Source: an optimization exercise on an open RTL-to-GDS flow (aim: a short achievable clock period and few clock cycles per item). Production flows keep margins and buffers that such runs may drop. RTL that was checked went through simulation tests only; none was proved equivalent to the original. Only the layout flow was run in run 1; the RTL was not checked for function there. Power figures rest on the tool's default switching activity, not on a simulated workload.

==> flow/design.v, too long to show whole: its modules and the start of the top module <==
// module instr_decoder: 40 lines
// module instr_queue: 59 lines
// module instruction_issue: 121 lines
// module div_unit: 121 lines
// module mul_booth: 1887 lines
// module core_issue_top: 46 lines
module core_issue_top (
    input  logic                   clk,
    input  logic                   rst,
    input  logic                   instr_valid,
    input  logic [31:0]            instr_word,
    input  logic                   flush,
    output logic                   stall,
    output logic                   wb_valid,
    output logic [5-1:0] wb_rd,
    output logic [32-1:0]       wb_data
);
  // ...
==> flow/run.sh <==
#!/bin/bash
# synth_recipe.tcl (not shown) runs the flow's synth.tcl, then flattens the netlist and writes it again
# the make line also repeats each setting of config.mk as NAME=value (left out here)
make -C /OpenROAD-flow-scripts/flow DESIGN_CONFIG=/design/flow/config.mk WORK_HOME=/design/flow/orfs CLKGATE_MAP_FILE= SYNTH_SCRIPT=/design/flow/synth_recipe.tcl finish
==> flow/config.mk <==
export PLATFORM = sky130hd
export DESIGN_NAME = core_issue_top
export DESIGN_NICKNAME = core_issue_top
export VERILOG_FILES = /design/flow/design.v
export SDC_FILE = /design/flow/constraint.sdc
export NUM_CORES = 4
export LEC_CHECK = 0
export ABC_CLOCK_PERIOD_IN_PS = 2400
export CAP_MARGIN = 20
export CORE_MARGIN = 2
export CORE_UTILIZATION = 40
export SETUP_SLACK_MARGIN = 4.6
export SLEW_MARGIN = 20
==> flow/constraint.sdc <==
create_clock -name core_clock -period 7.0 [get_ports {clk}]
set_input_delay 1.4000 -clock core_clock [delete_from_list [all_inputs] [get_ports {clk}]]
set_output_delay 1.4000 -clock core_clock [all_outputs]
set_load 0.01 [all_outputs]
==> metrics.cfg, run 1 <==
[clock_network]
cts_tree = built
post_cts_buffers = 868
cts_sinks = 1828
cts_root_buf = clkbuf_16

[logic_synthesis]
synth_top_flop_cell = edfxtp_1
synth-xor-area-share = 0.0523
syn-cell-area_mm2 = 0.114
yosysSeqAreaShare = 0.450
synth_compound_area_frac = 0.150
synth_cell_type_count = 104

[job]
cap_viol_max_count = 0

[floorplanning]
taps = 3743
die_area_mm2 = 0.289
rows = 195

[power]
p_per_area_mw_per_mm2 = 153
powerSeq_mw = 11.7

[cells_and_area]
largestClassByArea = multi-input gates
buffers = 1570
final_common_cell = edfxtp_1

[worst_setup_path]
cp_max_fo = 3
crit_family = compound AO/OA/AOI/OAI gates
crit_path_start = u_issue.u_div.qsh[31]$_DFFE_PP_
critPathKind = register to register
path_cells = buf_6, inv_4, ha_4, fa_2, nand2b_4, a21o_4, a211oi_4, nor3_4, o31ai_4, a31oi_4, o21a_4, buf_12, o21ai_2, a31oi_1, o211ai_1, a31oi_2, mux4_2
r2r_start = u_issue.u_div.qsh[31]$_DFFE_PP_
required_ns = 7.61

[detailed_routing]
highest_layer = met5
dr.first_iter.drc_count = 13000

[global_route]
antenna_found_initial = 37
grt.met1_usage = 0.407
grt_max_degree = 97
grt_use_met2 = 0.493

[placed_design]
place.port_buffers = 74
gp_congestion = 0.979
placedCellCount = 13000

[run_status]
status = no timing/DRC/antenna violations

==> module instr_queue, before the edit <==
module instr_queue (
    input  logic                     clk,
    input  logic                     rst,
    input  logic                     clear,
    input  logic                     push,
    input  core_pkg::decoded_instr_t wr_data,
    input  logic                     pop,
    output core_pkg::decoded_instr_t rd_data,
    output logic                     head_valid,
    output logic                     stall
);
    localparam int D = 4;
    localparam int CW = $clog2(D + 1);
    logic [D-1:0][core_pkg::DEC_INSTR_W-1:0] mem;
    logic [D-1:0] tail_here;
    logic [D-1:0]  vld;       
    logic [D-1:0]  vld_next;
    logic          do_push;
    logic          do_pop;
    assign do_push    = push && !vld[D-1];
    assign do_pop     = pop && vld[0];
    assign rd_data    = mem[0];
    assign head_valid = vld[0];
    always_comb begin
        if (do_pop && !do_push)
            vld_next = {1'b0, vld[D-1:1]};
        else if (do_push && !do_pop)
            vld_next = {vld[D-2:0], 1'b1};
        else
            vld_next = vld;
    end
    always_ff @(posedge clk) begin
        if (rst || clear) begin
            vld   <= '0;
            stall <= 1'b0;
        end else begin
            vld   <= vld_next;
            stall <= vld_next[D-1];
        end
    end
    always_comb begin
        for (int i = 0; i < D; i++) begin
            if (i == 0)
                tail_here[i] = do_pop ? !vld[1] : !vld[0];
            else if (i == D - 1)
                tail_here[i] = do_pop ? 1'b0 : (vld[i-1] && !vld[i]);
            else
                tail_here[i] = do_pop ? (vld[i] && !vld[i+1]) : (vld[i-1] && !vld[i]);
        end
    end
    always_ff @(posedge clk) begin
        for (int i = 0; i < D; i++) begin
            if (do_push && tail_here[i])
                mem[i] <= wr_data;
            else if (do_pop && i < D - 1)
                mem[i] <= mem[(i < D - 1) ? i + 1 : i];
        end
    end
endmodule
==> module instruction_issue, before the edit <==
module instruction_issue (
    input  logic                     clk,
    input  logic                     rst,
    input  logic                     head_valid,
    input  core_pkg::decoded_instr_t h,
    output logic                     iq_pop,
    output logic                     wb_valid,
    output logic [5-1:0]   wb_rd,
    output logic [32-1:0]         wb_data
);
    logic [32-1:0] rf [1:32-1];
    logic                   e1_v, p2_v, p3_v;
    logic                   e1_mul, p2_mul, p3_mul;
    logic [5-1:0] e1_rd, p2_rd, p3_rd;
    logic [32-1:0]       p2_res, p3_res;
    logic [32-1:0]       a_q, b_q, ma_q, mb_q;
    logic                   o_add, o_sub, o_and, o_or, o_xor;
    logic [32-1:0]       alu_out, mul_out, p3_fwd;
    logic                   div_pend, div_ready, div_take;
    logic [5-1:0] div_rd;
    logic [32-1:0]       div_res;
    logic s1_e1, s1_p2, s1_p3, s2_e1, s2_p2, s2_p3;
    logic [32-1:0] rf1, rf2, oth1, oth2, val1, val2, opb;
    logic rdy1, rdy2, waw, fire, div_block;
    logic [32-1:0] imm_x;
    assign s1_e1 = e1_v && (e1_rd == h.rs1);
    assign s1_p2 = p2_v && (p2_rd == h.rs1);
    assign s1_p3 = p3_v && (p3_rd == h.rs1);
    assign s2_e1 = e1_v && (e1_rd == h.rs2);
    assign s2_p2 = p2_v && (p2_rd == h.rs2);
    assign s2_p3 = p3_v && (p3_rd == h.rs2);
    assign rf1 = (h.rs1 == '0) ? '0 : rf[h.rs1];
    assign rf2 = (h.rs2 == '0) ? '0 : rf[h.rs2];
    assign imm_x = {{(32-12){h.imm[11]}}, h.imm};
    assign p3_fwd = p3_mul ? mul_out : p3_res;
    assign oth1 = s1_p2 ? p2_res : s1_p3 ? p3_fwd : rf1;
    assign oth2 = h.use_imm ? imm_x : s2_p2 ? p2_res : s2_p3 ? p3_fwd : rf2;
    assign val1 = s1_e1 ? alu_out : oth1;
    assign opb  = s2_e1 ? alu_out : oth2;
    assign rdy1 = !(div_pend && (div_rd == h.rs1)) && !(s1_e1 ? e1_mul : (s1_p2 && p2_mul));
    assign rdy2 = !(div_pend && (div_rd == h.rs2)) && !(s2_e1 ? e1_mul : (s2_p2 && p2_mul));
    assign waw  = div_pend && (div_rd == h.rd);
    assign div_block = div_ready && e1_v && p2_v && p3_v;
    assign fire = head_valid && rdy1 && rdy2 && !waw && !(h.is_div && div_pend) && !div_block;
    assign iq_pop = fire;
    always_ff @(posedge clk) begin
        if (rst) begin
            e1_v <= 1'b0;
            p2_v <= 1'b0;
            p3_v <= 1'b0;
        end else begin
            e1_v <= fire && !h.is_div;
            p2_v <= e1_v;
            p3_v <= p2_v;
        end
    end
    always_ff @(posedge clk) begin
        e1_mul <= h.is_mul;
        e1_rd  <= h.rd;
        o_add  <= h.op_add;
        o_sub  <= h.op_sub;
        o_and  <= h.op_and;
        o_or   <= h.op_or;
        o_xor  <= h.op_xor;
        a_q    <= val1;
        b_q    <= opb;
        ma_q   <= val1;
        mb_q   <= opb;
        p2_mul <= e1_mul;
        p2_rd  <= e1_rd;
        p2_res <= alu_out;
        p3_mul <= p2_mul;
        p3_rd  <= p2_rd;
        p3_res <= p2_res;
    end
    logic [32-1:0] sum, dif;
    assign sum = a_q + b_q;
    assign dif = a_q - b_q;
    assign alu_out = ({32{o_add}} & sum) | ({32{o_sub}} & dif) |
                     ({32{o_and}} & (a_q & b_q)) | ({32{o_or}} & (a_q | b_q)) |
                     ({32{o_xor}} & (a_q ^ b_q));
    mul_booth u_mul (
        .clk (clk),
        .a   (ma_q),
        .b   (mb_q),
        .y   (mul_out)
    );
    div_unit u_div (
        .clk    (clk),
        .rst    (rst),
        .start  (fire && h.is_div),
        .a      (val1),
        .b      (opb),
        .rd     (h.rd),
        .is_rem (h.is_rem),
        .take   (div_take),
        .pend   (div_pend),
        .ready  (div_ready),
        .rd_q   (div_rd),
        .res    (div_res)
    );
    logic                   wn_v;
    logic [5-1:0] wn_rd;
    logic [32-1:0]       wn_data;
    assign div_take = div_ready && !p3_v;
    assign wn_v     = p3_v || div_ready;
    assign wn_rd    = p3_v ? p3_rd : div_rd;
    assign wn_data  = p3_v ? p3_fwd : div_res;
    always_ff @(posedge clk) begin
        if (rst)
            wb_valid <= 1'b0;
        else
            wb_valid <= wn_v;
        wb_rd   <= wn_rd;
        wb_data <= wn_data;
    end
    always_ff @(posedge clk) begin
        if (wn_v && !rst)
            rf[wn_rd] <= wn_data;
    end
endmodule
==> module core_issue_top, before the edit <==
module core_issue_top (
    input  logic                   clk,
    input  logic                   rst,
    input  logic                   instr_valid,
    input  logic [31:0]            instr_word,
    input  logic                   flush,
    output logic                   stall,
    output logic                   wb_valid,
    output logic [5-1:0] wb_rd,
    output logic [32-1:0]       wb_data
);
    logic                     dec_push;
    core_pkg::decoded_instr_t dec_instr;
    core_pkg::decoded_instr_t iq_head;
    logic                     iq_valid;
    logic                     iq_pop;
    instr_decoder u_decoder (
        .rst         (rst),
        .instr_valid (instr_valid),
        .instr_word  (instr_word),
        .flush       (flush),
        .dec_push    (dec_push),
        .dec_instr   (dec_instr)
    );
    instr_queue u_queue (
        .clk        (clk),
        .rst        (rst),
        .clear      (flush),
        .push       (dec_push),
        .wr_data    (dec_instr),
        .pop        (iq_pop),
        .rd_data    (iq_head),
        .head_valid (iq_valid),
        .stall      (stall)
    );
    instruction_issue u_issue (
        .clk        (clk),
        .rst        (rst),
        .head_valid (iq_valid),
        .h          (iq_head),
        .iq_pop     (iq_pop),
        .wb_valid   (wb_valid),
        .wb_rd      (wb_rd),
        .wb_data    (wb_data)
    );
endmodule
==> run 2, diff against run 1 <==
--- a/flow/design.v
+++ b/flow/design.v
@@ -66,58 +66,64 @@
     input  logic                     rst,
     input  logic                     clear,
     input  logic                     push,
+    input  logic                     offer,
     input  core_pkg::decoded_instr_t wr_data,
     input  logic                     pop,
     output core_pkg::decoded_instr_t rd_data,
     output logic                     head_valid,
     output logic                     stall
 );
-    localparam int D = 4;
+    localparam int B  = 8;
+    localparam int PW = $clog2(B);
+    localparam int D  = B + 1;
     localparam int CW = $clog2(D + 1);
-    logic [D-1:0][core_pkg::DEC_INSTR_W-1:0] mem;
-    logic [D-1:0] tail_here;
-    logic [D-1:0]  vld;       
-    logic [D-1:0]  vld_next;
-    logic          do_push;
-    logic          do_pop;
-    assign do_push    = push && !vld[D-1];
-    assign do_pop     = pop && vld[0];
-    assign rd_data    = mem[0];
-    assign head_valid = vld[0];
+    logic [B-1:0][core_pkg::DEC_INSTR_W-1:0] mem;
+    logic [PW-1:0] rd_ptr, wr_ptr;
+    logic [PW:0]   bcnt;
+    logic [CW-1:0] cnt, cnt_next;
+    logic          hv;
+    logic [core_pkg::DEC_INSTR_W-1:0] head;
+    logic          take, b_empty, to_buf;
+    assign rd_data    = head;
+    assign head_valid = hv;
+    assign take    = pop || !hv;
+    assign b_empty = (bcnt == '0);
+    assign to_buf  = push && !(take && b_empty);
     always_comb begin
-        if (do_pop && !do_push)
-            vld_next = {1'b0, vld[D-1:1]};
-        else if (do_push && !do_pop)
-            vld_next = {vld[D-2:0], 1'b1};
-        else
-            vld_next = vld;
+        cnt_next = cnt;
+        if (push && !pop)
+            cnt_next = cnt + 1'b1;
+        else if (!push && pop)
+            cnt_next = cnt - 1'b1;
     end
     always_ff @(posedge clk) begin
         if (rst || clear) begin
-            vld   <= '0;
-            stall <= 1'b0;
+            hv     <= 1'b0;
+            bcnt   <= '0;
+            rd_ptr <= '0;
+            wr_ptr <= '0;
+            cnt    <= '0;
+            stall  <= 1'b0;
         end else begin
-            vld   <= vld_next;
-            stall <= vld_next[D-1];
-        end
-    end
-    always_comb begin
-        for (int i = 0; i < D; i++) begin
-            if (i == 0)
-                tail_here[i] = do_pop ? !vld[1] : !vld[0];
-            else if (i == D - 1)
-                tail_here[i] = do_pop ? 1'b0 : (vld[i-1] && !vld[i]);
-            else
-                tail_here[i] = do_pop ? (vld[i] && !vld[i+1]) : (vld[i-1] && !vld[i]);
+            cnt   <= cnt_next;
+            stall <= (cnt_next >= CW'(D)) || (offer && (cnt_next >= CW'(D - 1)));
+            if (take)
+                hv <= !b_empty || push;
+            if (take && !b_empty)
+                rd_ptr <= rd_ptr + 1'b1;
+            if (to_buf)
+                wr_ptr <= wr_ptr + 1'b1;
+            if (to_buf && !(take && !b_empty))
+                bcnt <= bcnt + 1'b1;
+            else if (!to_buf && take && !b_empty)
+                bcnt <= bcnt - 1'b1;
         end
     end
     always_ff @(posedge clk) begin
-        for (int i = 0; i < D; i++) begin
-            if (do_push && tail_here[i])
-                mem[i] <= wr_data;
-            else if (do_pop && i < D - 1)
-                mem[i] <= mem[(i < D - 1) ? i + 1 : i];
-        end
+        if (take)
+            head <= b_empty ? wr_data : mem[rd_ptr];
+        if (push)
+            mem[wr_ptr] <= wr_data;
     end
 endmodule
 `timescale 1ns/10ps
@@ -133,49 +139,50 @@
     output logic [32-1:0]         wb_data
 );
     logic [32-1:0] rf [1:32-1];
-    logic                   e1_v, p2_v, p3_v;
-    logic                   e1_mul, p2_mul, p3_mul;
-    logic [5-1:0] e1_rd, p2_rd, p3_rd;
-    logic [32-1:0]       p2_res, p3_res;
+    logic                   e1_v, p2_v;
+    logic                   e1_mul, p2_mul;
+    logic [5-1:0] e1_rd, p2_rd;
+    logic [32-1:0]       p2_res;
+    logic                   wi_v;
+    logic [5-1:0] wi_rd;
+    logic [32-1:0]       wi_data;
     logic [32-1:0]       a_q, b_q, ma_q, mb_q;
     logic                   o_add, o_sub, o_and, o_or, o_xor;
-    logic [32-1:0]       alu_out, mul_out, p3_fwd;
+    logic [32-1:0]       alu_out, mul_out, p2_fwd;
     logic                   div_pend, div_ready, div_take;
     logic [5-1:0] div_rd;
     logic [32-1:0]       div_res;
-    logic s1_e1, s1_p2, s1_p3, s2_e1, s2_p2, s2_p3;
-    logic [32-1:0] rf1, rf2, oth1, oth2, val1, val2, opb;
+    logic s1_e1, s1_p2, s1_wb, s2_e1, s2_p2, s2_wb;
+    logic [32-1:0] rf1, rf2, oth1, oth2, val1, opb;
     logic rdy1, rdy2, waw, fire, div_block;
     logic [32-1:0] imm_x;
     assign s1_e1 = e1_v && (e1_rd == h.rs1);
     assign s1_p2 = p2_v && (p2_rd == h.rs1);
-    assign s1_p3 = p3_v && (p3_rd == h.rs1);
+    assign s1_wb = wi_v && (wi_rd == h.rs1);
     assign s2_e1 = e1_v && (e1_rd == h.rs2);
     assign s2_p2 = p2_v && (p2_rd == h.rs2);
-    assign s2_p3 = p3_v && (p3_rd == h.rs2);
+    assign s2_wb = wi_v && (wi_rd == h.rs2);
     assign rf1 = (h.rs1 == '0) ? '0 : rf[h.rs1];
     assign rf2 = (h.rs2 == '0) ? '0 : rf[h.rs2];
     assign imm_x = {{(32-12){h.imm[11]}}, h.imm};
-    assign p3_fwd = p3_mul ? mul_out : p3_res;
-    assign oth1 = s1_p2 ? p2_res : s1_p3 ? p3_fwd : rf1;
-    assign oth2 = h.use_imm ? imm_x : s2_p2 ? p2_res : s2_p3 ? p3_fwd : rf2;
+    assign p2_fwd = p2_mul ? mul_out : p2_res;
+    assign oth1 = s1_p2 ? p2_fwd : s1_wb ? wi_data : rf1;
+    assign oth2 = h.use_imm ? imm_x : s2_p2 ? p2_fwd : s2_wb ? wi_data : rf2;
     assign val1 = s1_e1 ? alu_out : oth1;
     assign opb  = s2_e1 ? alu_out : oth2;
-    assign rdy1 = !(div_pend && (div_rd == h.rs1)) && !(s1_e1 ? e1_mul : (s1_p2 && p2_mul));
-    assign rdy2 = !(div_pend && (div_rd == h.rs2)) && !(s2_e1 ? e1_mul : (s2_p2 && p2_mul));
+    assign rdy1 = !(div_pend && (div_rd == h.rs1)) && !(s1_e1 && e1_mul);
+    assign rdy2 = !(div_pend && (div_rd == h.rs2)) && !(s2_e1 && e1_mul);
     assign waw  = div_pend && (div_rd == h.rd);
-    assign div_block = div_ready && e1_v && p2_v && p3_v;
+    assign div_block = div_ready && e1_v && p2_v;
     assign fire = head_valid && rdy1 && rdy2 && !waw && !(h.is_div && div_pend) && !div_block;
     assign iq_pop = fire;
     always_ff @(posedge clk) begin
         if (rst) begin
             e1_v <= 1'b0;
             p2_v <= 1'b0;
-            p3_v <= 1'b0;
         end else begin
             e1_v <= fire && !h.is_div;
             p2_v <= e1_v;
-            p3_v <= p2_v;
         end
     end
     always_ff @(posedge clk) begin
@@ -188,18 +195,16 @@
         o_xor  <= h.op_xor;
         a_q    <= val1;
         b_q    <= opb;
-        ma_q   <= val1;
-        mb_q   <= opb;
+        ma_q   <= val1 & {32{h.is_mul}};
+        mb_q   <= opb & {32{h.is_mul}};
         p2_mul <= e1_mul;
         p2_rd  <= e1_rd;
         p2_res <= alu_out;
-        p3_mul <= p2_mul;
-        p3_rd  <= p2_rd;
-        p3_res <= p2_res;
     end
     logic [32-1:0] sum, dif;
-    assign sum = a_q + b_q;
-    assign dif = a_q - b_q;
+    logic             sum_c, dif_c;
+    ks_add #(.W(32)) u_add (.a(a_q), .b(b_q), .cin(1'b0), .s(sum), .cout(sum_c));
+    ks_add #(.W(32)) u_sub (.a(a_q), .b(~b_q), .cin(1'b1), .s(dif), .cout(dif_c));
     assign alu_out = ({32{o_add}} & sum) | ({32{o_sub}} & dif) |
                      ({32{o_and}} & (a_q & b_q)) | ({32{o_or}} & (a_q | b_q)) |
                      ({32{o_xor}} & (a_q ^ b_q));
@@ -226,24 +231,62 @@
     logic                   wn_v;
     logic [5-1:0] wn_rd;
     logic [32-1:0]       wn_data;
-    assign div_take = div_ready && !p3_v;
-    assign wn_v     = p3_v || div_ready;
-    assign wn_rd    = p3_v ? p3_rd : div_rd;
-    assign wn_data  = p3_v ? p3_fwd : div_res;
+    assign div_take = div_ready && !p2_v;
+    assign wn_v     = p2_v || div_ready;
+    assign wn_rd    = p2_v ? p2_rd : div_rd;
+    assign wn_data  = p2_v ? p2_fwd : div_res;
     always_ff @(posedge clk) begin
         if (rst)
             wb_valid <= 1'b0;
         else
             wb_valid <= wn_v;
-        wb_rd   <= wn_rd;
-        wb_data <= wn_data;
+        wb_rd   <= wn_v ? wn_rd : '0;
+        wb_data <= wn_v ? wn_data : '0;
+    end
+    always_ff @(posedge clk) begin
+        wi_v    <= wn_v;
+        wi_rd   <= wn_rd;
+        wi_data <= wn_data;
     end
     always_ff @(posedge clk) begin
-        if (wn_v && !rst)
-            rf[wn_rd] <= wn_data;
+        if (wi_v)
+            rf[wi_rd] <= wi_data;
     end
 endmodule
 `timescale 1ns/10ps
+module ks_add #(
+    parameter int W = 32
+) (
+    input  logic [W-1:0] a,
+    input  logic [W-1:0] b,
+    input  logic         cin,
+    output logic [W-1:0] s,
+    output logic         cout
+);
+    localparam int L = $clog2(W);
+    logic [L:0][W-1:0] g, p;
+    logic [W-1:0]      hp;
+    assign hp = a ^ b;
+    always_comb begin
+        g[0] = a & b;
+        p[0] = hp;
+        g[0][0] = (a[0] & b[0]) | (hp[0] & cin);
+        for (int l = 0; l < L; l++) begin
+            for (int i = 0; i < W; i++) begin
+                if (i >= (1 << l)) begin
+                    g[l+1][i] = g[l][i] | (p[l][i] & g[l][(i >= (1 << l)) ? i - (1 << l) : 0]);
+                    p[l+1][i] = p[l][i] & p[l][(i >= (1 << l)) ? i - (1 << l) : 0];
+                end else begin
+                    g[l+1][i] = g[l][i];
+                    p[l+1][i] = p[l][i];
+                end
+            end
+        end
+    end
+    assign s    = hp ^ {g[L][W-2:0], cin};
+    assign cout = g[L][W-1];
+endmodule
+`timescale 1ns/10ps
 import core_pkg::*;
 module div_unit (
     input  logic                   clk,
@@ -259,76 +302,94 @@
     output logic [5-1:0] rd_q,
     output logic [32-1:0]       res
 );
-    logic          s_setup, s_iter;
-    logic [31:0]   da, db;
+    logic          s_set1, s_set2, s_iter;
+    logic [31:0]   ga, gb;      
+    logic [31:0]   da, db;      
     logic          drem;
-    logic [3:0]    cnt;
+    logic [4:0]    cnt;
     logic [31:0]   r;
-    logic [32:0]   qsh;
+    logic [31:0]   qsh;
     logic [31:0]   qacc;
-    logic [7:1][34:0] mb;
-    logic [11:0]   lt, sel;
+    logic [33:0]   b1, b2, b3;
+    logic [16:0]   lt_q;
+    logic [15:0]   lt;
     logic          bz;
-    logic [31:0]   r0;
-    logic [32:0]   q0;
-    logic [3:0]    m0;
-    assign bz = (db == '0);
+    logic [33:0]   b3_s;
+    logic          b3_c;
+    assign bz = (gb == '0);
+    for (genvar m = 0; m < 16; m++) begin : g_lt
+        logic [31:0] x, nb, s;
+        logic        c;
+        assign x  = ga >> (2 * m);
+        assign nb = ~gb;
+        ks_add #(.W(32)) u_cmp (.a(x), .b(nb), .cin(1'b1), .s(s), .cout(c));
+        assign lt[m] = !c;
+    end
+    ks_add #(.W(34)) u_b3 (.a({2'b0, gb}), .b({1'b0, gb, 1'b0}), .cin(1'b0), .s(b3_s), .cout(b3_c));
+    logic [16:0]   sel;
+    logic [31:0]   r0, q0;
+    logic [4:0]    m0;
     always_comb begin
-        for (int m = 0; m < 11; m++)
-            lt[m] = (da >> (3 * m)) < db;
-        lt[11] = 1'b1;
-        for (int m = 0; m < 12; m++) begin
-            sel[m] = lt[m];
+        for (int m = 0; m < 17; m++) begin
+            sel[m] = lt_q[m];
             for (int k = 0; k < m; k++)
-                if (lt[k]) sel[m] = 1'b0;
+                if (lt_q[k]) sel[m] = 1'b0;
         end
         r0 = '0;
         q0 = '0;
         m0 = '0;
-        for (int m = 1; m < 12; m++) begin
+        for (int m = 1; m < 17; m++) begin
             if (sel[m]) begin
-                r0 = r0 | (da >> (3 * m));
-                q0 = q0 | ({1'b0, da} << (33 - 3 * m));
-                m0 = m0 | 4'(m);
+                r0 = r0 | (da >> (2 * m));
+                q0 = q0 | (da << (32 - 2 * m));
+                m0 = m0 | 5'(m);
             end
         end
     end
-    logic [34:0] rp;
-    logic [7:1]  ge;
+    logic [33:0] rp;
+    logic [3:1]  ge;
+    logic [33:0] d1, d2, d3;
     logic [31:0] rnew;
-    logic [2:0]  q;
-    logic [7:1][35:0] df;
-    assign rp = {r, qsh[32:30]};
+    logic [1:0]  q;
+    assign rp = {r, qsh[31:30]};
+    ks_add #(.W(34)) u_s1 (.a(rp), .b(~b1), .cin(1'b1), .s(d1), .cout(ge[1]));
+    ks_add #(.W(34)) u_s2 (.a(rp), .b(~b2), .cin(1'b1), .s(d2), .cout(ge[2]));
+    ks_add #(.W(34)) u_s3 (.a(rp), .b(~b3), .cin(1'b1), .s(d3), .cout(ge[3]));
     always_comb begin
-        for (int k = 1; k < 8; k++) begin
-            df[k] = {1'b0, rp} - {1'b0, mb[k]};
-            ge[k] = !df[k][35];
-        end
-        rnew = rp[31:0];
-        for (int k = 1; k < 8; k++)
-            if (ge[k])
-                rnew = df[k][31:0];
-        q[2] = ge[4];
-        q[1] = (ge[2] && !ge[4]) || ge[6];
-        q[0] = (ge[1] && !ge[2]) || (ge[3] && !ge[4]) || (ge[5] && !ge[6]) || ge[7];
+        if (ge[3])
+            rnew = d3[31:0];
+        else if (ge[2])
+            rnew = d2[31:0];
+        else if (ge[1])
+            rnew = d1[31:0];
+        else
+            rnew = rp[31:0];
+        q[1] = ge[2];
+        q[0] = (ge[1] && !ge[2]) || ge[3];
     end
-    assign pend = s_setup || s_iter || ready;
+    assign pend = s_set1 || s_set2 || s_iter || ready;
+    assign res  = drem ? r : qacc;
     always_ff @(posedge clk) begin
         if (rst) begin
-            s_setup <= 1'b0;
-            s_iter  <= 1'b0;
-            ready   <= 1'b0;
+            s_set1 <= 1'b0;
+            s_set2 <= 1'b0;
+            s_iter <= 1'b0;
+            ready  <= 1'b0;
         end else begin
             if (start)
-                s_setup <= 1'b1;
-            if (s_setup) begin
-                s_setup <= 1'b0;
+                s_set1 <= 1'b1;
+            if (s_set1) begin
+                s_set1 <= 1'b0;
                 if (bz || lt[0])
                     ready <= 1'b1;
                 else
-                    s_iter <= 1'b1;
+                    s_set2 <= 1'b1;
+            end
+            if (s_set2) begin
+                s_set2 <= 1'b0;
+                s_iter <= 1'b1;
             end
-            if (s_iter && cnt == 4'd1) begin
+            if (s_iter && cnt == 5'd1) begin
                 s_iter <= 1'b0;
                 ready  <= 1'b1;
             end
@@ -337,32 +398,33 @@
         end
     end
     always_ff @(posedge clk) begin
+        ga <= a & {32{start}};
+        gb <= b & {32{start}};
         if (start) begin
-            da   <= a;
-            db   <= b;
             drem <= is_rem;
             rd_q <= rd;
         end
-        if (s_setup) begin
+        if (s_set1) begin
+            da   <= ga;
+            db   <= gb;
+            lt_q <= {1'b1, lt};
+            b1   <= {2'b0, gb};
+            b2   <= {1'b0, gb, 1'b0};
+            b3   <= b3_s;
+            r    <= ga;
+            qacc <= bz ? '1 : '0;
+        end
+        if (s_set2) begin
             r    <= r0;
             qsh  <= q0;
             cnt  <= m0;
             qacc <= '0;
-            res  <= drem ? da : (bz ? '1 : '0);
-            mb[1] <= {3'b0, db};
-            mb[2] <= {2'b0, db, 1'b0};
-            mb[3] <= {3'b0, db} + {2'b0, db, 1'b0};
-            mb[4] <= {1'b0, db, 2'b0};
-            mb[5] <= {3'b0, db} + {1'b0, db, 2'b0};
-            mb[6] <= {2'b0, db, 1'b0} + {1'b0, db, 2'b0};
-            mb[7] <= {db, 3'b0} - {3'b0, db};
         end
         if (s_iter) begin
             r    <= rnew;
-            qsh  <= {qsh[29:0], 3'b0};
+            qsh  <= {qsh[29:0], 2'b0};
             cnt  <= cnt - 1'b1;
-            qacc <= {qacc[28:0], q};
-            res  <= drem ? rnew : {qacc[28:0], q};
+            qacc <= {qacc[29:0], q};
         end
     end
 endmodule
@@ -1045,6 +1107,60 @@
     logic fc655;
     logic fs656;
     logic fs657;
+    logic fs658;
+    logic fc659;
+    logic fs660;
+    logic fc661;
+    logic fs662;
+    logic fc663;
+    logic fs664;
+    logic fc665;
+    logic fs666;
+    logic fc667;
+    logic fs668;
+    logic fc669;
+    logic fs670;
+    logic fc671;
+    logic fs672;
+    logic fc673;
+    logic fs674;
+    logic fc675;
+    logic fs676;
+    logic fc677;
+    logic fs678;
+    logic fc679;
+    logic fs680;
+    logic fc681;
+    logic fs682;
+    logic fc683;
+    logic fs684;
+    logic fc685;
+    logic fs686;
+    logic fc687;
+    logic fs688;
+    logic fc689;
+    logic hs690;
+    logic hc691;
+    logic fs692;
+    logic fc693;
+    logic fs694;
+    logic fc695;
+    logic hs696;
+    logic hc697;
+    logic fs698;
+    logic fc699;
+    logic hs700;
+    logic hc701;
+    logic fs702;
+    logic fc703;
+    logic hs704;
+    logic hc705;
+    logic fs706;
+    logic fc707;
+    logic fs708;
+    logic fc709;
+    logic fs710;
+    logic fs711;
     logic s1_0_0;
     logic s1_0_1;
     logic s1_1_0;
@@ -1052,69 +1168,51 @@
     logic s1_3_0;
     logic s1_4_0;
     logic s1_5_0;
-    logic s1_5_1;
-    logic s1_5_2;
     logic s1_6_0;
+    logic s1_6_1;
     logic s1_7_0;
     logic s1_8_0;
-    logic s1_8_1;
-    logic s1_8_2;
     logic s1_9_0;
+    logic s1_9_1;
     logic s1_10_0;
     logic s1_10_1;
     logic s1_11_0;
-    logic s1_11_1;
-    logic s1_11_2;
     logic s1_12_0;
     logic s1_12_1;
+    logic s1_12_2;
     logic s1_13_0;
-    logic s1_13_1;
-    logic s1_13_2;
     logic s1_14_0;
     logic s1_14_1;
-    logic s1_14_2;
     logic s1_15_0;
     logic s1_15_1;
-    logic s1_15_2;
     logic s1_16_0;
     logic s1_16_1;
-    logic s1_16_2;
     logic s1_17_0;
     logic s1_17_1;
     logic s1_17_2;
-    logic s1_17_3;
     logic s1_18_0;
     logic s1_18_1;
-    logic s1_18_2;
     logic s1_19_0;
     logic s1_19_1;
     logic s1_19_2;
-    logic s1_19_3;
     logic s1_20_0;
     logic s1_20_1;
     logic s1_20_2;
-    logic s1_20_3;
     logic s1_21_0;
     logic s1_21_1;
     logic s1_21_2;
-    logic s1_21_3;
     logic s1_22_0;
     logic s1_22_1;
     logic s1_22_2;
-    logic s1_22_3;
     logic s1_23_0;
     logic s1_23_1;
     logic s1_23_2;
-    logic s1_23_3;
     logic s1_24_0;
     logic s1_24_1;
     logic s1_24_2;
-    logic s1_24_3;
     logic s1_25_0;
     logic s1_25_1;
     logic s1_25_2;
-    logic s1_25_3;
-    logic s1_25_4;
     logic s1_26_0;
     logic s1_26_1;
     logic s1_26_2;
@@ -1122,84 +1220,22 @@
     logic s1_27_0;
     logic s1_27_1;
     logic s1_27_2;
-    logic s1_27_3;
-    logic s1_27_4;
     logic s1_28_0;
     logic s1_28_1;
     logic s1_28_2;
     logic s1_28_3;
-    logic s1_28_4;
     logic s1_29_0;
     logic s1_29_1;
     logic s1_29_2;
     logic s1_29_3;
-    logic s1_29_4;
     logic s1_30_0;
     logic s1_30_1;
     logic s1_30_2;
     logic s1_30_3;
-    logic s1_30_4;
-    logic s1_30_5;
     logic s1_31_0;
     logic s1_31_1;
     logic s1_31_2;
     logic s1_31_3;
-    logic s1_31_4;
-    logic s1_31_5;
-    logic fs658;
-    logic fc659;
-    logic fs660;
-    logic fc661;
-    logic fs662;
-    logic fc663;
-    logic fs664;
-    logic fc665;
-    logic fs666;
-    logic fc667;
-    logic fs668;
-    logic fc669;
-    logic fs670;
-    logic fc671;
-    logic fs672;
-    logic fc673;
-    logic fs674;
-    logic fc675;
-    logic fs676;
-    logic fc677;
-    logic fs678;
-    logic fc679;
-    logic fs680;
-    logic fc681;
-    logic fs682;
-    logic fc683;
-    logic fs684;
-    logic fc685;
-    logic fs686;
-    logic fc687;
-    logic fs688;
-    logic fc689;
-    logic hs690;
-    logic hc691;
-    logic fs692;
-    logic fc693;
-    logic fs694;
-    logic fc695;
-    logic hs696;
-    logic hc697;
-    logic fs698;
-    logic fc699;
-    logic hs700;
-    logic hc701;
-    logic fs702;
-    logic fc703;
-    logic hs704;
-    logic hc705;
-    logic fs706;
-    logic fc707;
-    logic fs708;
-    logic fc709;
-    logic fs710;
-    logic fs711;
     logic fs712;
     logic fc713;
     logic fs714;
@@ -1242,57 +1278,6 @@
     logic fs751;
     logic fs752;
     logic fc753;
-    logic s2_0_0;
-    logic s2_0_1;
-    logic s2_1_0;
-    logic s2_2_0;
-    logic s2_3_0;
-    logic s2_4_0;
-    logic s2_5_0;
-    logic s2_6_0;
-    logic s2_6_1;
-    logic s2_7_0;
-    logic s2_8_0;
-    logic s2_9_0;
-    logic s2_9_1;
-    logic s2_10_0;
-    logic s2_10_1;
-    logic s2_11_0;
-    logic s2_12_0;
-    logic s2_13_0;
-    logic s2_13_1;
-    logic s2_14_0;
-    logic s2_14_1;
-    logic s2_15_0;
-    logic s2_15_1;
-    logic s2_16_0;
-    logic s2_16_1;
-    logic s2_17_0;
-    logic s2_18_0;
-    logic s2_19_0;
-    logic s2_19_1;
-    logic s2_20_0;
-    logic s2_20_1;
-    logic s2_21_0;
-    logic s2_21_1;
-    logic s2_22_0;
-    logic s2_22_1;
-    logic s2_23_0;
-    logic s2_23_1;
-    logic s2_24_0;
-    logic s2_24_1;
-    logic s2_25_0;
-    logic s2_25_1;
-    logic s2_26_0;
-    logic s2_27_0;
-    logic s2_28_0;
-    logic s2_28_1;
-    logic s2_29_0;
-    logic s2_29_1;
-    logic s2_30_0;
-    logic s2_30_1;
-    logic s2_31_0;
-    logic s2_31_1;
     logic [31:0] row0, row1;
     assign one0 = b[0] ^ 1'b0;
     assign two0 = (b[1] & ~b[0] & ~1'b0) | (~b[1] & b[0] & 1'b0);
@@ -1999,100 +1984,100 @@
     assign fc655 = (fs566 & fs568) | (fs566 & fs570) | (fs568 & fs570);
     assign fs656 = fc567 ^ fc569 ^ fc571;
     assign fs657 = hc573 ^ fs574 ^ fs575;
-    assign fs658 = s1_5_0 ^ s1_5_1 ^ s1_5_2;
-    assign fc659 = (s1_5_0 & s1_5_1) | (s1_5_0 & s1_5_2) | (s1_5_1 & s1_5_2);
-    assign fs660 = s1_8_0 ^ s1_8_1 ^ s1_8_2;
-    assign fc661 = (s1_8_0 & s1_8_1) | (s1_8_0 & s1_8_2) | (s1_8_1 & s1_8_2);
-    assign fs662 = s1_11_0 ^ s1_11_1 ^ s1_11_2;
-    assign fc663 = (s1_11_0 & s1_11_1) | (s1_11_0 & s1_11_2) | (s1_11_1 & s1_11_2);
-    assign fs664 = s1_13_0 ^ s1_13_1 ^ s1_13_2;
-    assign fc665 = (s1_13_0 & s1_13_1) | (s1_13_0 & s1_13_2) | (s1_13_1 & s1_13_2);
-    assign fs666 = s1_14_0 ^ s1_14_1 ^ s1_14_2;
-    assign fc667 = (s1_14_0 & s1_14_1) | (s1_14_0 & s1_14_2) | (s1_14_1 & s1_14_2);
-    assign fs668 = s1_15_0 ^ s1_15_1 ^ s1_15_2;
-    assign fc669 = (s1_15_0 & s1_15_1) | (s1_15_0 & s1_15_2) | (s1_15_1 & s1_15_2);
-    assign fs670 = s1_16_0 ^ s1_16_1 ^ s1_16_2;
-    assign fc671 = (s1_16_0 & s1_16_1) | (s1_16_0 & s1_16_2) | (s1_16_1 & s1_16_2);
-    assign fs672 = s1_17_0 ^ s1_17_1 ^ s1_17_2;
-    assign fc673 = (s1_17_0 & s1_17_1) | (s1_17_0 & s1_17_2) | (s1_17_1 & s1_17_2);
-    assign fs674 = s1_18_0 ^ s1_18_1 ^ s1_18_2;
-    assign fc675 = (s1_18_0 & s1_18_1) | (s1_18_0 & s1_18_2) | (s1_18_1 & s1_18_2);
-    assign fs676 = s1_19_0 ^ s1_19_1 ^ s1_19_2;
-    assign fc677 = (s1_19_0 & s1_19_1) | (s1_19_0 & s1_19_2) | (s1_19_1 & s1_19_2);
-    assign fs678 = s1_20_0 ^ s1_20_1 ^ s1_20_2;
-    assign fc679 = (s1_20_0 & s1_20_1) | (s1_20_0 & s1_20_2) | (s1_20_1 & s1_20_2);
-    assign fs680 = s1_21_0 ^ s1_21_1 ^ s1_21_2;
-    assign fc681 = (s1_21_0 & s1_21_1) | (s1_21_0 & s1_21_2) | (s1_21_1 & s1_21_2);
-    assign fs682 = s1_22_0 ^ s1_22_1 ^ s1_22_2;
-    assign fc683 = (s1_22_0 & s1_22_1) | (s1_22_0 & s1_22_2) | (s1_22_1 & s1_22_2);
-    assign fs684 = s1_23_0 ^ s1_23_1 ^ s1_23_2;
-    assign fc685 = (s1_23_0 & s1_23_1) | (s1_23_0 & s1_23_2) | (s1_23_1 & s1_23_2);
-    assign fs686 = s1_24_0 ^ s1_24_1 ^ s1_24_2;
-    assign fc687 = (s1_24_0 & s1_24_1) | (s1_24_0 & s1_24_2) | (s1_24_1 & s1_24_2);
-    assign fs688 = s1_25_0 ^ s1_25_1 ^ s1_25_2;
-    assign fc689 = (s1_25_0 & s1_25_1) | (s1_25_0 & s1_25_2) | (s1_25_1 & s1_25_2);
-    assign hs690 = s1_25_3 ^ s1_25_4;
-    assign hc691 = s1_25_3 & s1_25_4;
-    assign fs692 = s1_26_0 ^ s1_26_1 ^ s1_26_2;
-    assign fc693 = (s1_26_0 & s1_26_1) | (s1_26_0 & s1_26_2) | (s1_26_1 & s1_26_2);
-    assign fs694 = s1_27_0 ^ s1_27_1 ^ s1_27_2;
-    assign fc695 = (s1_27_0 & s1_27_1) | (s1_27_0 & s1_27_2) | (s1_27_1 & s1_27_2);
-    assign hs696 = s1_27_3 ^ s1_27_4;
-    assign hc697 = s1_27_3 & s1_27_4;
-    assign fs698 = s1_28_0 ^ s1_28_1 ^ s1_28_2;
-    assign fc699 = (s1_28_0 & s1_28_1) | (s1_28_0 & s1_28_2) | (s1_28_1 & s1_28_2);
-    assign hs700 = s1_28_3 ^ s1_28_4;
-    assign hc701 = s1_28_3 & s1_28_4;
-    assign fs702 = s1_29_0 ^ s1_29_1 ^ s1_29_2;
-    assign fc703 = (s1_29_0 & s1_29_1) | (s1_29_0 & s1_29_2) | (s1_29_1 & s1_29_2);
-    assign hs704 = s1_29_3 ^ s1_29_4;
-    assign hc705 = s1_29_3 & s1_29_4;
-    assign fs706 = s1_30_0 ^ s1_30_1 ^ s1_30_2;
-    assign fc707 = (s1_30_0 & s1_30_1) | (s1_30_0 & s1_30_2) | (s1_30_1 & s1_30_2);
-    assign fs708 = s1_30_3 ^ s1_30_4 ^ s1_30_5;
-    assign fc709 = (s1_30_3 & s1_30_4) | (s1_30_3 & s1_30_5) | (s1_30_4 & s1_30_5);
-    assign fs710 = s1_31_0 ^ s1_31_1 ^ s1_31_2;
-    assign fs711 = s1_31_3 ^ s1_31_4 ^ s1_31_5;
-    assign fs712 = fc663 ^ s1_12_0 ^ s1_12_1;
-    assign fc713 = (fc663 & s1_12_0) | (fc663 & s1_12_1) | (s1_12_0 & s1_12_1);
-    assign fs714 = fc671 ^ fs672 ^ s1_17_3;
-    assign fc715 = (fc671 & fs672) | (fc671 & s1_17_3) | (fs672 & s1_17_3);
-    assign fs716 = fc675 ^ fs676 ^ s1_19_3;
-    assign fc717 = (fc675 & fs676) | (fc675 & s1_19_3) | (fs676 & s1_19_3);
-    assign fs718 = fc677 ^ fs678 ^ s1_20_3;
-    assign fc719 = (fc677 & fs678) | (fc677 & s1_20_3) | (fs678 & s1_20_3);
-    assign fs720 = fc679 ^ fs680 ^ s1_21_3;
-    assign fc721 = (fc679 & fs680) | (fc679 & s1_21_3) | (fs680 & s1_21_3);
-    assign fs722 = fc681 ^ fs682 ^ s1_22_3;
-    assign fc723 = (fc681 & fs682) | (fc681 & s1_22_3) | (fs682 & s1_22_3);
-    assign fs724 = fc683 ^ fs684 ^ s1_23_3;
-    assign fc725 = (fc683 & fs684) | (fc683 & s1_23_3) | (fs684 & s1_23_3);
-    assign fs726 = fc685 ^ fs686 ^ s1_24_3;
-    assign fc727 = (fc685 & fs686) | (fc685 & s1_24_3) | (fs686 & s1_24_3);
-    assign fs728 = fc687 ^ fs688 ^ hs690;
-    assign fc729 = (fc687 & fs688) | (fc687 & hs690) | (fs688 & hs690);
-    assign fs730 = fc689 ^ hc691 ^ fs692;
-    assign fc731 = (fc689 & hc691) | (fc689 & fs692) | (hc691 & fs692);
-    assign fs732 = fc693 ^ fs694 ^ hs696;
-    assign fc733 = (fc693 & fs694) | (fc693 & hs696) | (fs694 & hs696);
-    assign fs734 = fc695 ^ hc697 ^ fs698;
-    assign fc735 = (fc695 & hc697) | (fc695 & fs698) | (hc697 & fs698);
-    assign fs736 = fc699 ^ hc701 ^ fs702;
-    assign fc737 = (fc699 & hc701) | (fc699 & fs702) | (hc701 & fs702);
-    assign fs738 = fc703 ^ hc705 ^ fs706;
-    assign fc739 = (fc703 & hc705) | (fc703 & fs706) | (hc705 & fs706);
-    assign fs740 = fc707 ^ fc709 ^ fs710;
-    assign fs741 = fc715 ^ fc673 ^ fs674;
-    assign fc742 = (fc715 & fc673) | (fc715 & fs674) | (fc673 & fs674);
+    assign fs658 = fc579 ^ fc276 ^ fs277;
+    assign fc659 = (fc579 & fc276) | (fc579 & fs277) | (fc276 & fs277);
+    assign fs660 = fc581 ^ fc461 ^ fs462;
+    assign fc661 = (fc581 & fc461) | (fc581 & fs462) | (fc461 & fs462);
+    assign fs662 = fc585 ^ fs586 ^ fs299;
+    assign fc663 = (fc585 & fs586) | (fc585 & fs299) | (fs586 & fs299);
+    assign fs664 = fc589 ^ fs590 ^ fs478;
+    assign fc665 = (fc589 & fs590) | (fc589 & fs478) | (fs590 & fs478);
+    assign fs666 = fc591 ^ fs592 ^ hs482;
+    assign fc667 = (fc591 & fs592) | (fc591 & hs482) | (fs592 & hs482);
+    assign fs668 = fc593 ^ fs594 ^ fs486;
+    assign fc669 = (fc593 & fs594) | (fc593 & fs486) | (fs594 & fs486);
+    assign fs670 = fc595 ^ fs596 ^ hs598;
+    assign fc671 = (fc595 & fs596) | (fc595 & hs598) | (fs596 & hs598);
+    assign fs672 = fc597 ^ hc599 ^ fs600;
+    assign fc673 = (fc597 & hc599) | (fc597 & fs600) | (hc599 & fs600);
+    assign fs674 = fc601 ^ fs602 ^ hs604;
+    assign fc675 = (fc601 & fs602) | (fc601 & hs604) | (fs602 & hs604);
+    assign fs676 = fc603 ^ hc605 ^ fs606;
+    assign fc677 = (fc603 & hc605) | (fc603 & fs606) | (hc605 & fs606);
+    assign fs678 = fc607 ^ hc609 ^ fs610;
+    assign fc679 = (fc607 & hc609) | (fc607 & fs610) | (hc609 & fs610);
+    assign fs680 = fc611 ^ fc613 ^ fs614;
+    assign fc681 = (fc611 & fc613) | (fc611 & fs614) | (fc613 & fs614);
+    assign fs682 = fc615 ^ hc617 ^ fs618;
+    assign fc683 = (fc615 & hc617) | (fc615 & fs618) | (hc617 & fs618);
+    assign fs684 = fc619 ^ fc621 ^ fs622;
+    assign fc685 = (fc619 & fc621) | (fc619 & fs622) | (fc621 & fs622);
+    assign fs686 = fc623 ^ fc625 ^ fs626;
+    assign fc687 = (fc623 & fc625) | (fc623 & fs626) | (fc625 & fs626);
+    assign fs688 = fc627 ^ fc629 ^ fs630;
+    assign fc689 = (fc627 & fc629) | (fc627 & fs630) | (fc629 & fs630);
+    assign hs690 = fs632 ^ pp254;
+    assign hc691 = fs632 & pp254;
+    assign fs692 = fc631 ^ fc633 ^ fs634;
+    assign fc693 = (fc631 & fc633) | (fc631 & fs634) | (fc633 & fs634);
+    assign fs694 = fc635 ^ fc637 ^ fs638;
+    assign fc695 = (fc635 & fc637) | (fc635 & fs638) | (fc637 & fs638);
+    assign hs696 = fs640 ^ hs417;
+    assign hc697 = fs640 & hs417;
+    assign fs698 = fc639 ^ fc641 ^ fs642;
+    assign fc699 = (fc639 & fc641) | (fc639 & fs642) | (fc641 & fs642);
+    assign hs700 = fs644 ^ hs558;
+    assign hc701 = fs644 & hs558;
+    assign fs702 = fc643 ^ fc645 ^ fs646;
+    assign fc703 = (fc643 & fc645) | (fc643 & fs646) | (fc645 & fs646);
+    assign hs704 = fs648 ^ hs650;
+    assign hc705 = fs648 & hs650;
+    assign fs706 = fc647 ^ fc649 ^ hc651;
+    assign fc707 = (fc647 & fc649) | (fc647 & hc651) | (fc649 & hc651);
+    assign fs708 = fs652 ^ fs654 ^ hs572;
+    assign fc709 = (fs652 & fs654) | (fs652 & hs572) | (fs654 & hs572);
+    assign fs710 = fc653 ^ fc655 ^ fs656;
+    assign fs711 = fs657 ^ fs576 ^ fs577;
+    assign fs712 = s1_12_0 ^ s1_12_1 ^ s1_12_2;
+    assign fc713 = (s1_12_0 & s1_12_1) | (s1_12_0 & s1_12_2) | (s1_12_1 & s1_12_2);
+    assign fs714 = s1_17_0 ^ s1_17_1 ^ s1_17_2;
+    assign fc715 = (s1_17_0 & s1_17_1) | (s1_17_0 & s1_17_2) | (s1_17_1 & s1_17_2);
+    assign fs716 = s1_19_0 ^ s1_19_1 ^ s1_19_2;
+    assign fc717 = (s1_19_0 & s1_19_1) | (s1_19_0 & s1_19_2) | (s1_19_1 & s1_19_2);
+    assign fs718 = s1_20_0 ^ s1_20_1 ^ s1_20_2;
+    assign fc719 = (s1_20_0 & s1_20_1) | (s1_20_0 & s1_20_2) | (s1_20_1 & s1_20_2);
+    assign fs720 = s1_21_0 ^ s1_21_1 ^ s1_21_2;
+    assign fc721 = (s1_21_0 & s1_21_1) | (s1_21_0 & s1_21_2) | (s1_21_1 & s1_21_2);
+    assign fs722 = s1_22_0 ^ s1_22_1 ^ s1_22_2;
+    assign fc723 = (s1_22_0 & s1_22_1) | (s1_22_0 & s1_22_2) | (s1_22_1 & s1_22_2);
+    assign fs724 = s1_23_0 ^ s1_23_1 ^ s1_23_2;
+    assign fc725 = (s1_23_0 & s1_23_1) | (s1_23_0 & s1_23_2) | (s1_23_1 & s1_23_2);
+    assign fs726 = s1_24_0 ^ s1_24_1 ^ s1_24_2;
+    assign fc727 = (s1_24_0 & s1_24_1) | (s1_24_0 & s1_24_2) | (s1_24_1 & s1_24_2);
+    assign fs728 = s1_25_0 ^ s1_25_1 ^ s1_25_2;
+    assign fc729 = (s1_25_0 & s1_25_1) | (s1_25_0 & s1_25_2) | (s1_25_1 & s1_25_2);
+    assign fs730 = s1_26_0 ^ s1_26_1 ^ s1_26_2;
+    assign fc731 = (s1_26_0 & s1_26_1) | (s1_26_0 & s1_26_2) | (s1_26_1 & s1_26_2);
+    assign fs732 = s1_27_0 ^ s1_27_1 ^ s1_27_2;
+    assign fc733 = (s1_27_0 & s1_27_1) | (s1_27_0 & s1_27_2) | (s1_27_1 & s1_27_2);
+    assign fs734 = s1_28_0 ^ s1_28_1 ^ s1_28_2;
+    assign fc735 = (s1_28_0 & s1_28_1) | (s1_28_0 & s1_28_2) | (s1_28_1 & s1_28_2);
+    assign fs736 = s1_29_0 ^ s1_29_1 ^ s1_29_2;
+    assign fc737 = (s1_29_0 & s1_29_1) | (s1_29_0 & s1_29_2) | (s1_29_1 & s1_29_2);
+    assign fs738 = s1_30_0 ^ s1_30_1 ^ s1_30_2;
+    assign fc739 = (s1_30_0 & s1_30_1) | (s1_30_0 & s1_30_2) | (s1_30_1 & s1_30_2);
+    assign fs740 = s1_31_0 ^ s1_31_1 ^ s1_31_2;
+    assign fs741 = fc715 ^ s1_18_0 ^ s1_18_1;
+    assign fc742 = (fc715 & s1_18_0) | (fc715 & s1_18_1) | (s1_18_0 & s1_18_1);
     assign fs743 = fc729 ^ fs730 ^ s1_26_3;
     assign fc744 = (fc729 & fs730) | (fc729 & s1_26_3) | (fs730 & s1_26_3);
-    assign fs745 = fc733 ^ fs734 ^ hs700;
-    assign fc746 = (fc733 & fs734) | (fc733 & hs700) | (fs734 & hs700);
-    assign fs747 = fc735 ^ fs736 ^ hs704;
-    assign fc748 = (fc735 & fs736) | (fc735 & hs704) | (fs736 & hs704);
-    assign fs749 = fc737 ^ fs738 ^ fs708;
-    assign fc750 = (fc737 & fs738) | (fc737 & fs708) | (fs738 & fs708);
-    assign fs751 = fc739 ^ fs740 ^ fs711;
+    assign fs745 = fc733 ^ fs734 ^ s1_28_3;
+    assign fc746 = (fc733 & fs734) | (fc733 & s1_28_3) | (fs734 & s1_28_3);
+    assign fs747 = fc735 ^ fs736 ^ s1_29_3;
+    assign fc748 = (fc735 & fs736) | (fc735 & s1_29_3) | (fs736 & s1_29_3);
+    assign fs749 = fc737 ^ fs738 ^ s1_30_3;
+    assign fc750 = (fc737 & fs738) | (fc737 & s1_30_3) | (fs738 & s1_30_3);
+    assign fs751 = fc739 ^ fs740 ^ s1_31_3;
     assign fs752 = fc744 ^ fc731 ^ fs732;
     assign fc753 = (fc744 & fc731) | (fc744 & fs732) | (fc731 & fs732);
     always_ff @(posedge clk) begin
@@ -2102,156 +2087,80 @@
         s1_2_0 <= fs273;
         s1_3_0 <= fs456;
         s1_4_0 <= fs578;
-        s1_5_0 <= fc579;
-        s1_5_1 <= fc276;
-        s1_5_2 <= fs277;
-        s1_6_0 <= fs458;
+        s1_5_0 <= fs658;
+        s1_6_0 <= fc659;
+        s1_6_1 <= fs458;
         s1_7_0 <= fs580;
-        s1_8_0 <= fc581;
-        s1_8_1 <= fc461;
-        s1_8_2 <= fs462;
-        s1_9_0 <= fs582;
+        s1_8_0 <= fs660;
+        s1_9_0 <= fc661;
+        s1_9_1 <= fs582;
         s1_10_0 <= fc583;
         s1_10_1 <= fs584;
-        s1_11_0 <= fc585;
-        s1_11_1 <= fs586;
-        s1_11_2 <= fs299;
-        s1_12_0 <= fc587;
-        s1_12_1 <= fs588;
-        s1_13_0 <= fc589;
-        s1_13_1 <= fs590;
-        s1_13_2 <= fs478;
-        s1_14_0 <= fc591;
-        s1_14_1 <= fs592;
-        s1_14_2 <= hs482;
-        s1_15_0 <= fc593;
-        s1_15_1 <= fs594;
-        s1_15_2 <= fs486;
-        s1_16_0 <= fc595;
-        s1_16_1 <= fs596;
-        s1_16_2 <= hs598;
-        s1_17_0 <= fc597;
-        s1_17_1 <= hc599;
-        s1_17_2 <= fs600;
-        s1_17_3 <= fs494;
-        s1_18_0 <= fc601;
-        s1_18_1 <= fs602;
-        s1_18_2 <= hs604;
-        s1_19_0 <= fc603;
-        s1_19_1 <= hc605;
-        s1_19_2 <= fs606;
-        s1_19_3 <= hs608;
-        s1_20_0 <= fc607;
-        s1_20_1 <= hc609;
-        s1_20_2 <= fs610;
-        s1_20_3 <= fs612;
-        s1_21_0 <= fc611;
-        s1_21_1 <= fc613;
-        s1_21_2 <= fs614;
-        s1_21_3 <= hs616;
-        s1_22_0 <= fc615;
-        s1_22_1 <= hc617;
-        s1_22_2 <= fs618;
-        s1_22_3 <= fs620;
-        s1_23_0 <= fc619;
-        s1_23_1 <= fc621;
-        s1_23_2 <= fs622;
-        s1_23_3 <= fs624;
-        s1_24_0 <= fc623;
-        s1_24_1 <= fc625;
-        s1_24_2 <= fs626;
-        s1_24_3 <= fs628;
-        s1_25_0 <= fc627;
-        s1_25_1 <= fc629;
-        s1_25_2 <= fs630;
-        s1_25_3 <= fs632;
-        s1_25_4 <= pp254;
-        s1_26_0 <= fc631;
-        s1_26_1 <= fc633;
-        s1_26_2 <= fs634;
+        s1_11_0 <= fs662;
+        s1_12_0 <= fc663;
+        s1_12_1 <= fc587;
+        s1_12_2 <= fs588;
+        s1_13_0 <= fs664;
+        s1_14_0 <= fc665;
+        s1_14_1 <= fs666;
+        s1_15_0 <= fc667;
+        s1_15_1 <= fs668;
+        s1_16_0 <= fc669;
+        s1_16_1 <= fs670;
+        s1_17_0 <= fc671;
+        s1_17_1 <= fs672;
+        s1_17_2 <= fs494;
+        s1_18_0 <= fc673;
+        s1_18_1 <= fs674;
+        s1_19_0 <= fc675;
+        s1_19_1 <= fs676;
+        s1_19_2 <= hs608;
+        s1_20_0 <= fc677;
+        s1_20_1 <= fs678;
+        s1_20_2 <= fs612;
+        s1_21_0 <= fc679;
+        s1_21_1 <= fs680;
+        s1_21_2 <= hs616;
+        s1_22_0 <= fc681;
+        s1_22_1 <= fs682;
+        s1_22_2 <= fs620;
+        s1_23_0 <= fc683;
+        s1_23_1 <= fs684;
+        s1_23_2 <= fs624;
+        s1_24_0 <= fc685;
+        s1_24_1 <= fs686;
+        s1_24_2 <= fs628;
+        s1_25_0 <= fc687;
+        s1_25_1 <= fs688;
+        s1_25_2 <= hs690;
+        s1_26_0 <= fc689;
+        s1_26_1 <= hc691;
+        s1_26_2 <= fs692;
         s1_26_3 <= fs636;
-        s1_27_0 <= fc635;
-        s1_27_1 <= fc637;
-        s1_27_2 <= fs638;
-        s1_27_3 <= fs640;
-        s1_27_4 <= hs417;
-        s1_28_0 <= fc639;
-        s1_28_1 <= fc641;
-        s1_28_2 <= fs642;
-        s1_28_3 <= fs644;
-        s1_28_4 <= hs558;
-        s1_29_0 <= fc643;
-        s1_29_1 <= fc645;
-        s1_29_2 <= fs646;
-        s1_29_3 <= fs648;
-        s1_29_4 <= hs650;
-        s1_30_0 <= fc647;
-        s1_30_1 <= fc649;
-        s1_30_2 <= hc651;
-        s1_30_3 <= fs652;
-        s1_30_4 <= fs654;
-        s1_30_5 <= hs572;
-        s1_31_0 <= fc653;
-        s1_31_1 <= fc655;
-        s1_31_2 <= fs656;
-        s1_31_3 <= fs657;
-        s1_31_4 <= fs576;
-        s1_31_5 <= fs577;
-        s2_0_0 <= s1_0_0;
-        s2_0_1 <= s1_0_1;
-        s2_1_0 <= s1_1_0;
-        s2_2_0 <= s1_2_0;
-        s2_3_0 <= s1_3_0;
-        s2_4_0 <= s1_4_0;
-        s2_5_0 <= fs658;
-        s2_6_0 <= fc659;
-        s2_6_1 <= s1_6_0;
-        s2_7_0 <= s1_7_0;
-        s2_8_0 <= fs660;
-        s2_9_0 <= fc661;
-        s2_9_1 <= s1_9_0;
-        s2_10_0 <= s1_10_0;
-        s2_10_1 <= s1_10_1;
-        s2_11_0 <= fs662;
-        s2_12_0 <= fs712;
-        s2_13_0 <= fc713;
-        s2_13_1 <= fs664;
-        s2_14_0 <= fc665;
-        s2_14_1 <= fs666;
-        s2_15_0 <= fc667;
-        s2_15_1 <= fs668;
-        s2_16_0 <= fc669;
-        s2_16_1 <= fs670;
-        s2_17_0 <= fs714;
-        s2_18_0 <= fs741;
-        s2_19_0 <= fc742;
-        s2_19_1 <= fs716;
-        s2_20_0 <= fc717;
-        s2_20_1 <= fs718;
-        s2_21_0 <= fc719;
-        s2_21_1 <= fs720;
-        s2_22_0 <= fc721;
-        s2_22_1 <= fs722;
-        s2_23_0 <= fc723;
-        s2_23_1 <= fs724;
-        s2_24_0 <= fc725;
-        s2_24_1 <= fs726;
-        s2_25_0 <= fc727;
-        s2_25_1 <= fs728;
-        s2_26_0 <= fs743;
-        s2_27_0 <= fs752;
-        s2_28_0 <= fc753;
-        s2_28_1 <= fs745;
-        s2_29_0 <= fc746;
-        s2_29_1 <= fs747;
-        s2_30_0 <= fc748;
-        s2_30_1 <= fs749;
-        s2_31_0 <= fc750;
-        s2_31_1 <= fs751;
+        s1_27_0 <= fc693;
+        s1_27_1 <= fs694;
+        s1_27_2 <= hs696;
+        s1_28_0 <= fc695;
+        s1_28_1 <= hc697;
+        s1_28_2 <= fs698;
+        s1_28_3 <= hs700;
+        s1_29_0 <= fc699;
+        s1_29_1 <= hc701;
+        s1_29_2 <= fs702;
+        s1_29_3 <= hs704;
+        s1_30_0 <= fc703;
+        s1_30_1 <= hc705;
+        s1_30_2 <= fs706;
+        s1_30_3 <= fs708;
+        s1_31_0 <= fc707;
+        s1_31_1 <= fc709;
+        s1_31_2 <= fs710;
+        s1_31_3 <= fs711;
     end
-    assign row0 = {s2_31_0, s2_30_0, s2_29_0, s2_28_0, s2_27_0, s2_26_0, s2_25_0, s2_24_0, s2_23_0, s2_22_0, s2_21_0, s2_20_0, s2_19_0, s2_18_0, s2_17_0, s2_16_0, s2_15_0, s2_14_0, s2_13_0, s2_12_0, s2_11_0, s2_10_0, s2_9_0, s2_8_0, s2_7_0, s2_6_0, s2_5_0, s2_4_0, s2_3_0, s2_2_0, s2_1_0, s2_0_0};
-    assign row1 = {s2_31_1, s2_30_1, s2_29_1, s2_28_1, 1'b0, 1'b0, s2_25_1, s2_24_1, s2_23_1, s2_22_1, s2_21_1, s2_20_1, s2_19_1, 1'b0, 1'b0, s2_16_1, s2_15_1, s2_14_1, s2_13_1, 1'b0, 1'b0, s2_10_1, s2_9_1, 1'b0, 1'b0, s2_6_1, 1'b0, 1'b0, 1'b0, 1'b0, 1'b0, s2_0_1};
-    assign y = row0 + row1;
+    assign row0 = {fc750, fc748, fc746, fc753, fs752, fs743, fc727, fc725, fc723, fc721, fc719, fc717, fc742, fs741, fs714, s1_16_0, s1_15_0, s1_14_0, fc713, fs712, s1_11_0, s1_10_0, s1_9_0, s1_8_0, s1_7_0, s1_6_0, s1_5_0, s1_4_0, s1_3_0, s1_2_0, s1_1_0, s1_0_0};
+    assign row1 = {fs751, fs749, fs747, fs745, 1'b0, 1'b0, fs728, fs726, fs724, fs722, fs720, fs718, fs716, 1'b0, 1'b0, s1_16_1, s1_15_1, s1_14_1, s1_13_0, 1'b0, 1'b0, s1_10_1, s1_9_1, 1'b0, 1'b0, s1_6_1, 1'b0, 1'b0, 1'b0, 1'b0, 1'b0, s1_0_1};
+    logic        y_c;
+    ks_add #(.W(32)) u_cpa (.a(row0), .b(row1), .cin(1'b0), .s(y), .cout(y_c));
 endmodule
 `timescale 1ns/10ps
 import core_pkg::*;
@@ -2271,10 +2180,16 @@
     core_pkg::decoded_instr_t iq_head;
     logic                     iq_valid;
     logic                     iq_pop;
+    logic                     in_v;
+    logic [31:0]              in_w;
+    always_ff @(posedge clk) begin
+        in_v <= instr_valid && !flush && !rst;
+        in_w <= instr_word;
+    end
     instr_decoder u_decoder (
         .rst         (rst),
-        .instr_valid (instr_valid),
-        .instr_word  (instr_word),
+        .instr_valid (in_v),
+        .instr_word  (in_w),
         .flush       (flush),
         .dec_push    (dec_push),
         .dec_instr   (dec_instr)
@@ -2284,6 +2199,7 @@
         .rst        (rst),
         .clear      (flush),
         .push       (dec_push),
+        .offer      (instr_valid && !flush),
         .wr_data    (dec_instr),
         .pop        (iq_pop),
         .rd_data    (iq_head),
==> flow/config.mk (replaced) <==
export PLATFORM = sky130hd
export DESIGN_NAME = core_issue_top
export DESIGN_NICKNAME = core_issue_top
export VERILOG_FILES = /design/flow/design.v
export SDC_FILE = /design/flow/constraint.sdc
export NUM_CORES = 4
export LEC_CHECK = 0
export ABC_CLOCK_PERIOD_IN_PS = 2500
export CAP_MARGIN = 20
export CORE_MARGIN = 2
export CORE_UTILIZATION = 55
export CTS_CLUSTER_DIAMETER = 80
export CTS_CLUSTER_SIZE = 30
export PLACE_DENSITY = 0.68
export SETUP_SLACK_MARGIN = 4.4
export SLEW_MARGIN = 20
==> run 2 against run 1 <==
Synthesized cell count grew 0.59%. Global-route usage grew 7.0 points. Clock power decreased by 25%. Via count decreased by 3.9%. Total power grew to 2.9 times the previous value. Critical path type unchanged. Highest routed layer unchanged.
==> metrics.cfg, run 2 <==
[worst_setup_path]
crit_path_start = u_issue.u_mul.s1_17_2$_DFF_P_  ; was u_issue.u_div.qsh[31]$_DFFE_PP_
cp_max_fo = 4  ; was 3
r2r_start = u_issue.u_mul.s1_17_2$_DFF_P_  ; was u_issue.u_div.qsh[31]$_DFFE_PP_
required_ns = 7.78  ; was 7.61 ns
worstPathArrival_ns = 4.44  ; was 4.85 ns
critPathKind = register to register  ; unchanged
path_cells = fa_2, inv_2, fa_2, inv_2, ha_4, and3b_2, o21a_1, a21oi_2, a31oi_4, a311oi_4, nor2_1, o21ai_1, a21oi_2, buf_6, a211o_1, a22oi_2, buf_6, and2_1  ; was buf_6, inv_4, ha_4, fa_2, nand2b_4, a21o_4, a211oi_4, nor3_4, o31ai_4, a31oi_4, o21a_4, buf_12, o21ai_2, a31oi_1, o211ai_1, a31oi_2, mux4_2

[logic_synthesis]
synth_compound_area_frac = 0.130  ; was 0.150
synth.top_cells.by_count = edfxtp_1 (1,534), nand2_1 (698), mux4_2 (622)  ; was edfxtp_1 (1,464), a21oi_1 (677), ha_1 (670)
synthMuxAreaShare = 0.148  ; was 0.133
syn-cell-area_mm2 = 0.117  ; was 0.114 mm2
synth-xor-area-share = 0.0370  ; was 0.0523
synth_cell_type_count = 95  ; was 104
yosysSeqAreaShare = 0.474  ; was 0.450
synth_top_family_by_area = multiplexers  ; was compound AO/OA/AOI/OAI gates
synth_top_flop_cell = edfxtp_1  ; unchanged

[floorplanning]
die_area_mm2 = 0.216  ; was 0.289 mm2
rows = 169  ; was 195

[power]
p_per_area_mw_per_mm2 = 465  ; was 153 mW/mm2

[sta]
relSlewSlack = 0.0969  ; was 0.186

[placed_design]
placedCellCount = 11900  ; was 13,000
place.port_buffers = 74  ; unchanged

[detailed_routing]
dr.first_iter.drc_count = 15100  ; was 13,000
ant_nets = 0  ; unchanged

[clock_network]
cts_root_buf = clkbuf_16  ; unchanged
cts_made_buffers = 110  ; was 197
cts_sinks = 1993  ; was 1,828
cts_tree = built  ; unchanged

[global_route]
grt_max_degree = 69  ; was 97
antenna_found_initial = 29  ; was 37

[job]
cap_viol_max_count = 0  ; unchanged

[run_status]
status = no timing/DRC/antenna violations  ; unchanged

[cells_and_area]
final_common_cell = edfxtp_1  ; unchanged
nets = 11000  ; was 11,600

## run 2: changes by cell type in the layout (fill, tap and decap cells not counted), moves of 109 or more
cell / change
inv_1: -132
ha_1: -121
xnor2_1: -135
buf_4: -176
buf_12: -109
nand2_1: +327
## run 2: timing repair
item | CTS | global route
setup endpoints to repair | 1635 | 1061
setup buffers | 497 | 315
gates cloned | 82 | 48
gates resized for setup | 1815 | 877
pin swaps | 469 | 503
## run 2: worst max-delay path by stage
stage | slack (ns) | end
floorplan | -1.55 | u_queue.bcnt[3]$_SDFFE_PP0P_
global placement | 2.16 | u_issue.u_div.r[17]$_DFFE_PP_
detailed placement | 2.13 | u_issue.u_div.r[17]$_DFFE_PP_
CTS | 3.37 | u_issue.mb_q[22]$_DFF_P_
global route | 3.34 | u_issue.u_div.gb[31]$_DFF_P_
finish | 3.33 | u_issue.u_div.gb[31]$_DFF_P_
## run 2: cells by family (layout without fill, tap and decap cells)
family	count (synthesis)	after routing
AOI/OAI and AO/OA	2289	2293
DFF	1993	1993
and+or+nand+nor	1890	1903
buffers and inverters	1145	1852
muxes	942	942
adders and majority gates	774	774
xor gates and xnor gates	493	493
other	0	12
## run 2: routing by layer
layer	GRT usage	up-vias	routed length, um	share of wire
met5	0	-	174	0.00038
met4	0.265	26	41000	0.091
met3	0.0894	1945	54800	0.12
met2	0.608	7105	201000	0.44
met1	0.510	46100	156000	0.34
li1	-	37500	-	-
## run 2: layout make-up
cell class	count	area share
Clock inverter	87	0.00923
Sequential cell	1993	0.383
Timing Repair inverter	4	0.000344
Inverter	440	0.0124
Tap cell	2821	0.0242
Multi-Input combinational cell	6405	0.451
Clock buffer	121	0.0196
Antenna cell	12	0.000206
Timing Repair Buffer	1200	0.0999
## run 2: through the flow
| stage | setup WS [ns] | util | setup TNS [ns] | instance area (um2) | power (mW) |
|---|---|---|---|---|---|
| after global placement | 2.16 | 0.572 | 0 | 121000 | 44.4 |
| after global routing | 3.34 | 0.689 | 0 | 146000 | 69.5 |
| final | 3.33 | 0.689 | 0 | 146000 | 67.6 |
| after CTS | 3.37 | 0.653 | 0 | 138000 | 60.9 |
| after detailed placement | 2.13 | 0.572 | 0 | 121000 | 44.7 |
| after floorplan | -1.55 | - | -91.93 | 118000 | 34.4 |
## run 2: critical path: cells and delay by family, from the launching register on
kind | cells | cell delay [ns]
compound gates | 8 | 1.57
fa+ha+maj | 3 | 0.78
buf+inv | 4 | 0.43
flops | 1 | 0.34
simple gates | 3 | 0.46
## run 2: power by group through the flow
stage / clock network, mW / registers (mW) / logic, mW
6_report: 8.16 / 16.0 / 43.5
5_1_grt: 8.57 / 16.0 / 44.9
4_1_cts: 8.15 / 15.9 / 36.9
3_5_place_dp: 0 / 16.3 / 28.4
3_3_place_gp: 0 / 16.2 / 28.1
2_1_floorplan: 0 / 15.1 / 19.4
Testbench counts of run 2, summed over its fixed seeds: cycles 17,123, instrs 16,000.

Re-timed with assumed drivers on the ports (clkbuf_16 on the clock, buf_2 on other inputs), run 2 has 3.333 ns of setup slack against 3.333 ns with ideal ports, and 3.095 ns once port delays also move by the mid clock arrival of 0.919 ns.
